What follows belongs to an exercise in optimizing a design on an open flow for small area; a production flow would make more cautious choices.
RTL that was checked went through simulation tests only; none was proved equivalent to the original.
Power is estimated from default activity; no workload was simulated.

==> inputs of trial 48 <==
// mips_cpu
module mips_cpu (
    input  wire logic                        clk,
    input  wire logic                        clk_en,
    input  wire logic                        reset,
    input  wire logic [32-1:0] r_data,    
    output logic                             wr_en,
    output logic [32-1:0]      mem_addr,
    output logic [32-1:0]      w_data
);
    mips_pkg::state_t      st;
    logic [4:0]  ph;
    logic        pol;
    logic [31:1] rf_q;        
    logic        pc_q;        
    logic [9:0]  mar;         
    logic [31:0] wd;          
    logic        c;           
    logic        cp;          
    logic        flag;        
    logic        x1, x2;      
    logic [5:0] op;
    logic [4:0] rs, rt, rd;
    assign op = r_data[31:26];
    assign rs = r_data[25:21];
    assign rt = r_data[20:16];
    assign rd = r_data[15:11];
    logic is_r, is_j, is_beq, is_bne, is_addi, is_lw, is_sw;
    assign is_r    = (op == mips_pkg::OP_R);
    assign is_j    = (op == mips_pkg::OP_J);
    assign is_beq  = (op == mips_pkg::OP_BEQ);
    assign is_bne  = (op == mips_pkg::OP_BNE);
    assign is_addi = (op == mips_pkg::OP_ADDI);
    assign is_lw   = (op == mips_pkg::OP_LW);
    assign is_sw   = (op == mips_pkg::OP_SW);
    logic s_boot, s_d, s_ex, s_slt, s_br, s_swl, s_sws, s_lw, s_pc, s_pcs;
    assign s_boot = (st == mips_pkg::st_boot);
    assign s_d    = (st == mips_pkg::st_d);
    assign s_ex   = (st == mips_pkg::st_ex);
    assign s_slt  = (st == mips_pkg::st_slt);
    assign s_br   = (st == mips_pkg::st_br);
    assign s_swl  = (st == mips_pkg::st_swl);
    assign s_sws  = (st == mips_pkg::st_sws);
    assign s_lw   = (st == mips_pkg::st_lw);
    assign s_pc   = (st == mips_pkg::st_pc);
    assign s_pcs  = (st == mips_pkg::st_pcs);
    logic ph0, ph2, last, av;
    assign ph0  = (ph == 5'd0);
  ...
==> flow/config.mk <==
export PLATFORM = sky130hd
export DESIGN_NAME = mips_cpu
export DESIGN_NICKNAME = mips_cpu
export VERILOG_FILES = /design/flow/design.v
export SDC_FILE = /design/flow/constraint.sdc
export NUM_CORES = 4
export LEC_CHECK = 0
export CAP_MARGIN = 20
export CORE_MARGIN = 2
export CORE_UTILIZATION = 70
export SLEW_MARGIN = 20
export SYNTH_HIERARCHICAL = 1
==> flow/constraint.sdc <==
create_clock -name core_clock -period 10.0 [get_ports {clk}]
set_input_delay 2.0000 -clock core_clock [delete_from_list [all_inputs] [get_ports {clk}]]
set_output_delay 2.0000 -clock core_clock [all_outputs]
set_load 0.01 [all_outputs]
standard.sh (not shown) runs the stock make flow with config.mk's settings and CLKGATE_MAP_FILE= SYNTH_SCRIPT=/design/flow/synth_recipe.tcl, a recipe that flattens the netlist after the stock synthesis.
==> flow/flow/run.sh <==
#!/bin/bash
# The standard layout, with buf_1 port buffers and a clock tree of
# clkbuf_8 leaf clusters without dummy loads. standard.sh's output goes to
# standard.log; ORFS keeps each tool's log under orfs/logs.
export BUFFER_PORTS_ARGS="-buffer_cell sky130_fd_sc_hd__buf_1"
export CTS_ARGS="-sink_clustering_enable -repair_clock_nets -dont_use_dummy_load -buf_list sky130_fd_sc_hd__clkbuf_8 -sink_clustering_size 16 -sink_clustering_max_diameter 200"
export RECOVER_POWER=100
export SKIP_REPAIR_TIE_FANOUT=1
bash standard.sh > standard.log 2>&1
==> inputs of build 58, as changes to trial 48 <==
--- a/flow/design.v
+++ b/flow/design.v
@@ -40,13 +40,12 @@
     logic        pc_q;        
     logic [9:0]  mar;         
     logic [31:0] wd;          
     logic        c;           
     logic        cp;          
     logic        flag;        
-    logic        x1, x2;      
     logic [5:0] op;
     logic [4:0] rs, rt, rd;
     assign op = r_data[31:26];
     assign rs = r_data[25:21];
     assign rt = r_data[20:16];
     assign rd = r_data[15:11];
@@ -66,21 +65,20 @@
     assign s_br   = (st == mips_pkg::st_br);
     assign s_swl  = (st == mips_pkg::st_swl);
     assign s_sws  = (st == mips_pkg::st_sws);
     assign s_lw   = (st == mips_pkg::st_lw);
     assign s_pc   = (st == mips_pkg::st_pc);
     assign s_pcs  = (st == mips_pkg::st_pcs);
-    logic ph0, ph2, last, av;
+    logic ph0, last, mem_d, av;
     assign ph0  = (ph == 5'd0);
-    assign ph2  = (ph == 5'd2);
     assign last = (ph == 5'd31);
-    assign av   = (ph >= 5'd2) && (ph <= 5'd11);   
-    logic sx, raw, xb;
-    assign sx  = !(s_lw || is_j);
+    assign mem_d = s_d && (is_lw || is_sw);
+    assign av    = mem_d ? ((ph >= 5'd2) && (ph <= 5'd11)) : (ph <= 5'd9);
+    logic raw, xb;
     mux32 raw_mux (.d(r_data), .s(ph), .y(raw));
-    assign xb  = (sx && ph[4]) ? r_data[15] : raw;
+    assign xb  = ph[4] ? r_data[15] : raw;   
     logic a, b, pv;
     logic pq;
     mux32 rd_mux (.d({rf_q, pol}), .s(s_ex ? rt : rs), .y(pq));
     assign pv = pq ^ pol;
     assign a  = s_ex ? wd[0] : pv;
     assign b  = pv;
@@ -94,28 +92,28 @@
     assign cout = (a & bo) | (a & cin) | (bo & cin);
     assign res  = (is_r && r_data[2]) ? (r_data[0] ? (a | b) : (a & b)) : sum;
     assign less = (a ^ b) ? a : sum;
     assign eqb  = !(a ^ b) && (ph0 || flag);
     logic pa, pb, pcin, psum, pcout, pc_in;
     assign pa    = (s_swl || s_sws) ? mar[0] : pc0;
-    assign pb    = s_br && x2;
-    assign pcin  = ph2 ? !s_br : cp;
+    assign pb    = s_br && raw;
+    assign pcin  = ph0 ? !s_br : cp;
     assign psum  = pa ^ pb ^ pcin;
     assign pcout = (pa & pb) | (pa & pcin) | (pb & pcin);
     always_comb begin
         if (s_boot) pc_in = 1'b0;
-        else if (s_d && (is_lw || is_sw)) pc_in = sum;             
-        else if (s_d && is_j) pc_in = x2;                          
+        else if (mem_d) pc_in = sum;                               
+        else if (s_d && is_j) pc_in = raw;                         
         else if (s_d || s_br || s_swl || s_sws) pc_in = psum;
         else pc_in = pc0;
     end
     logic       we, wb;
     logic [4:0] wa;
     assign we = (s_ex && is_r && !r_data[3]) || (s_d && is_addi) || s_slt || s_lw;
     assign wa = s_lw ? wd[20:16] : (is_r ? rd : rt);
-    assign wb = s_lw ? xb : (s_slt ? (ph0 && flag) : res);
+    assign wb = s_lw ? raw : (s_slt ? (ph0 && flag) : res);
     mips_pkg::state_t nx;
     always_comb begin
         nx = mips_pkg::st_pc;
         case (st)
             mips_pkg::st_boot: nx = mips_pkg::st_d;
             mips_pkg::st_d: begin
@@ -144,20 +142,29 @@
             if (last) st <= nx;
         end
     end
     always_ff @(posedge clk) begin
         pol <= reset ? 1'b0 : !pol;
     end
-    logic [31:1] wsel;
-    always_comb begin
-        for (int i = 1; i < 32; i++) wsel[i] = clk_en && we && (wa == 5'(i));
+    logic [3:0]  dl_n;
+    logic [7:0]  dh_n;
+    logic [31:1] wsel, rot;
+    always_comb begin
+        for (int k = 0; k < 4; k++) dl_n[k] = (wa[1:0] != 2'(k));
+        for (int k = 0; k < 8; k++) dh_n[k] = !(clk_en && we && (wa[4:2] == 3'(k)));
+    end
+    for (genvar i = 1; i < 32; i++) begin : g_row
+        row_sel rs_i (
+            .dl_n(dl_n[i % 4]), .dh_n(dh_n[i / 4]), .sh_n(!clk_en),
+            .wsel(wsel[i]), .rot(rot[i])
+        );
     end
     logic pc_sh;
     assign pc_sh = clk_en && av;
     gpr_file rf_inst (
-        .clk(clk), .sh(clk_en), .sh_n(!clk_en), .wsel(wsel), .wd(wb ^ pol), .q(rf_q)
+        .clk(clk), .sh(clk_en), .sh_n(!clk_en), .wsel(wsel), .rot(rot), .wd(wb ^ pol), .q(rf_q)
     );
     pol_shift #(.N(10), .W(1)) pc_inst (
         .clk(clk), .sh(pc_sh), .sh_n(!pc_sh), .d(pc_in ^ pol), .q(pc_q)
     );
     logic mar_sh, wd_sh;
     assign mar_sh = clk_en && av && (s_boot || s_swl || s_sws || s_pc || s_pcs);
@@ -170,14 +177,12 @@
     );
     always_ff @(posedge clk) begin
         if (clk_en) begin
             c <= cout;
             if (s_ex) flag <= (is_r && r_data[3]) ? less : eqb;
             cp <= pcout;
-            x1 <= xb;
-            x2 <= x1;
         end
     end
     assign mem_addr = {20'd0, mar, 2'b00};
     assign w_data   = wd;
     assign wr_en    = clk_en && s_pcs && ph0;
 endmodule
@@ -208,29 +213,43 @@
     input  wire logic         clk,
     input  wire logic         sh,
     input  wire logic         sh_n,
     input  wire logic         d,
     output logic [N-1:0]      q
 );
-    always_ff @(posedge clk) begin
-        q <= ({N{sh_n}} | {d, q[N-1:1]}) & ({N{sh}} | q);
-    end
+    logic [N-1:0] nx;
+    for (genvar i = 0; i < N; i++) begin : g_bit
+        hold_bit hb (.sh(sh), .sh_n(sh_n), .d(i == N - 1 ? d : q[(i + 1) % N]), .q(q[i]), .y(nx[i]));
+    end
+    always_ff @(posedge clk) begin
+        q <= nx;
+    end
+endmodule
+module hold_bit (
+    input  wire logic sh,
+    input  wire logic sh_n,
+    input  wire logic d,
+    input  wire logic q,
+    output logic      y
+);
+    assign y = (sh_n || d) && (sh || q);
 endmodule
 `default_nettype wire
 module gpr_file (
     input  wire logic        clk,
     input  wire logic        sh,
     input  wire logic        sh_n,
     input  wire logic [31:1] wsel,
+    input  wire logic [31:1] rot,
     input  wire logic        wd,
     output logic [31:1]      q
 );
     logic [31:0] r [31:1];
     always_ff @(posedge clk) begin
         for (int i = 1; i < 32; i++) begin
-            r[i][31]   <= !((wsel[i] && wd) || (!(wsel[i] || sh_n) && r[i][0]) || (sh_n && r[i][31]));
+            r[i][31]   <= !((wsel[i] && wd) || (rot[i] && r[i][0]) || (sh_n && r[i][31]));
             r[i][30:0] <= ~(({31{sh_n}} | r[i][31:1]) & ({31{sh}} | r[i][30:0]));
         end
     end
     always_comb begin
         for (int i = 1; i < 32; i++) q[i] = r[i][0];
     end
@@ -255,6 +274,24 @@
     input  wire logic [1:0] s,
     output logic            y
 );
     assign y = d[s];
 endmodule
 `default_nettype wire
+module row_sel (
+    input  wire logic dl_n,
+    input  wire logic dh_n,
+    input  wire logic sh_n,
+    output logic      wsel,
+    output logic      rot
+);
+    nor_gate g_wsel (.a(dl_n), .b(dh_n), .y(wsel));
+    nor_gate g_rot  (.a(wsel), .b(sh_n), .y(rot));
+endmodule
+module nor_gate (
+    input  wire logic a,
+    input  wire logic b,
+    output logic      y
+);
+    assign y = !(a || b);
+endmodule
+`default_nettype wire
==> flow/flow/run.sh (replaced) <==
#!/bin/bash
# The standard layout, with buf_1 port buffers and a clock tree of up to 20-sink
# clkbuf_8 leaf clusters without dummy loads. standard.sh's output goes to
# standard.log; ORFS keeps each tool's log under orfs/logs. Tie cells are
# not split per load (SKIP_REPAIR_TIE_FANOUT).
export BUFFER_PORTS_ARGS="-buffer_cell sky130_fd_sc_hd__buf_1"
export CTS_ARGS="-sink_clustering_enable -repair_clock_nets -dont_use_dummy_load -buf_list sky130_fd_sc_hd__clkbuf_8 -sink_clustering_size 20 -sink_clustering_max_diameter 70"
export SKIP_REPAIR_TIE_FANOUT=1
bash standard.sh > standard.log 2>&1
==> flow/config.mk (replaced) <==
export PLATFORM = sky130hd
export DESIGN_NAME = mips_cpu
export DESIGN_NICKNAME = mips_cpu
export VERILOG_FILES = /design/flow/design.v
export SDC_FILE = /design/flow/constraint.sdc
export NUM_CORES = 4
export LEC_CHECK = 0
export CAP_MARGIN = 0
export CORE_MARGIN = 2
export CORE_UTILIZATION = 65
export SLEW_MARGIN = 0
export SYNTH_HIERARCHICAL = 1
==> comparison table <==
|  | build 58 | trial 48 |
|---|---|---|
| Clock buffer count from CTS | 59 | 76 |
| Worst-case setup margin in the final layout | 4320 ps | 2310 ps |
| Status | complete, no violations | failed layout checks |
| Violated checks | - | max-capacitance violations, max-slew violations |
| Worst r2r src | st[3] | st[0] |
| Part of the total power dissipated in the clock network | 22.0% | 23.6% |
| Worst reg2reg setup slack | 4360 ps | 3630 ps |
| Area share of fa/ha/maj cells after synthesis | 0.402% | 0.355% |
| Number of vias after detailed routing | 19600 | 20200 |
| Worst rel slew slack | 4.98% | -93.1% |
| CP peak stage delay | 570 ps | 2000 ps |
| Synthesized cell area | 31700 um2 | 32400 um2 |
| Worst setup slack before clock tree synthesis | 3570 ps | 2830 ps |
| Non-clock buffers | 91 | 95 |
Function not checked in trial 48: the RTL went through the layout flow alone.

separate check: timing with driven ports:
The flow's constraints put no driver on any port. The routed layouts listed below were extracted and timed again, unchanged, in two steps.
Step 1: set_driving_cell puts a clkbuf_16 on clk and a buf_2 on each other input, an assumption about the parent block.
Step 2 moves the port delays by t, midway between the first and last clock arrival at a register: inputs arrive t later, outputs are due t later. That takes back most of the time a late clock gives input paths.
Three values: no drivers, after step 1, after step 2; two values: the first two.
run | shift t [ns] | slack for setup (ns) | hold WS [ns] | worst setup path after step 2 | pins driven straight from the clock port
trial 48 | 0.692 | 2.306 / 2.237 / 1.617 | 0.389 / 0.389 / 0.389 | input to register | 1
build 58 | 0.726 | 4.319 / 4.344 / 3.618 | 0.416 / 0.416 / 0.416 | input to register | 1
For build 58, which loses most, drivers alone change the setup slack by +0.025 ns; drivers and shift together by -0.701 ns.
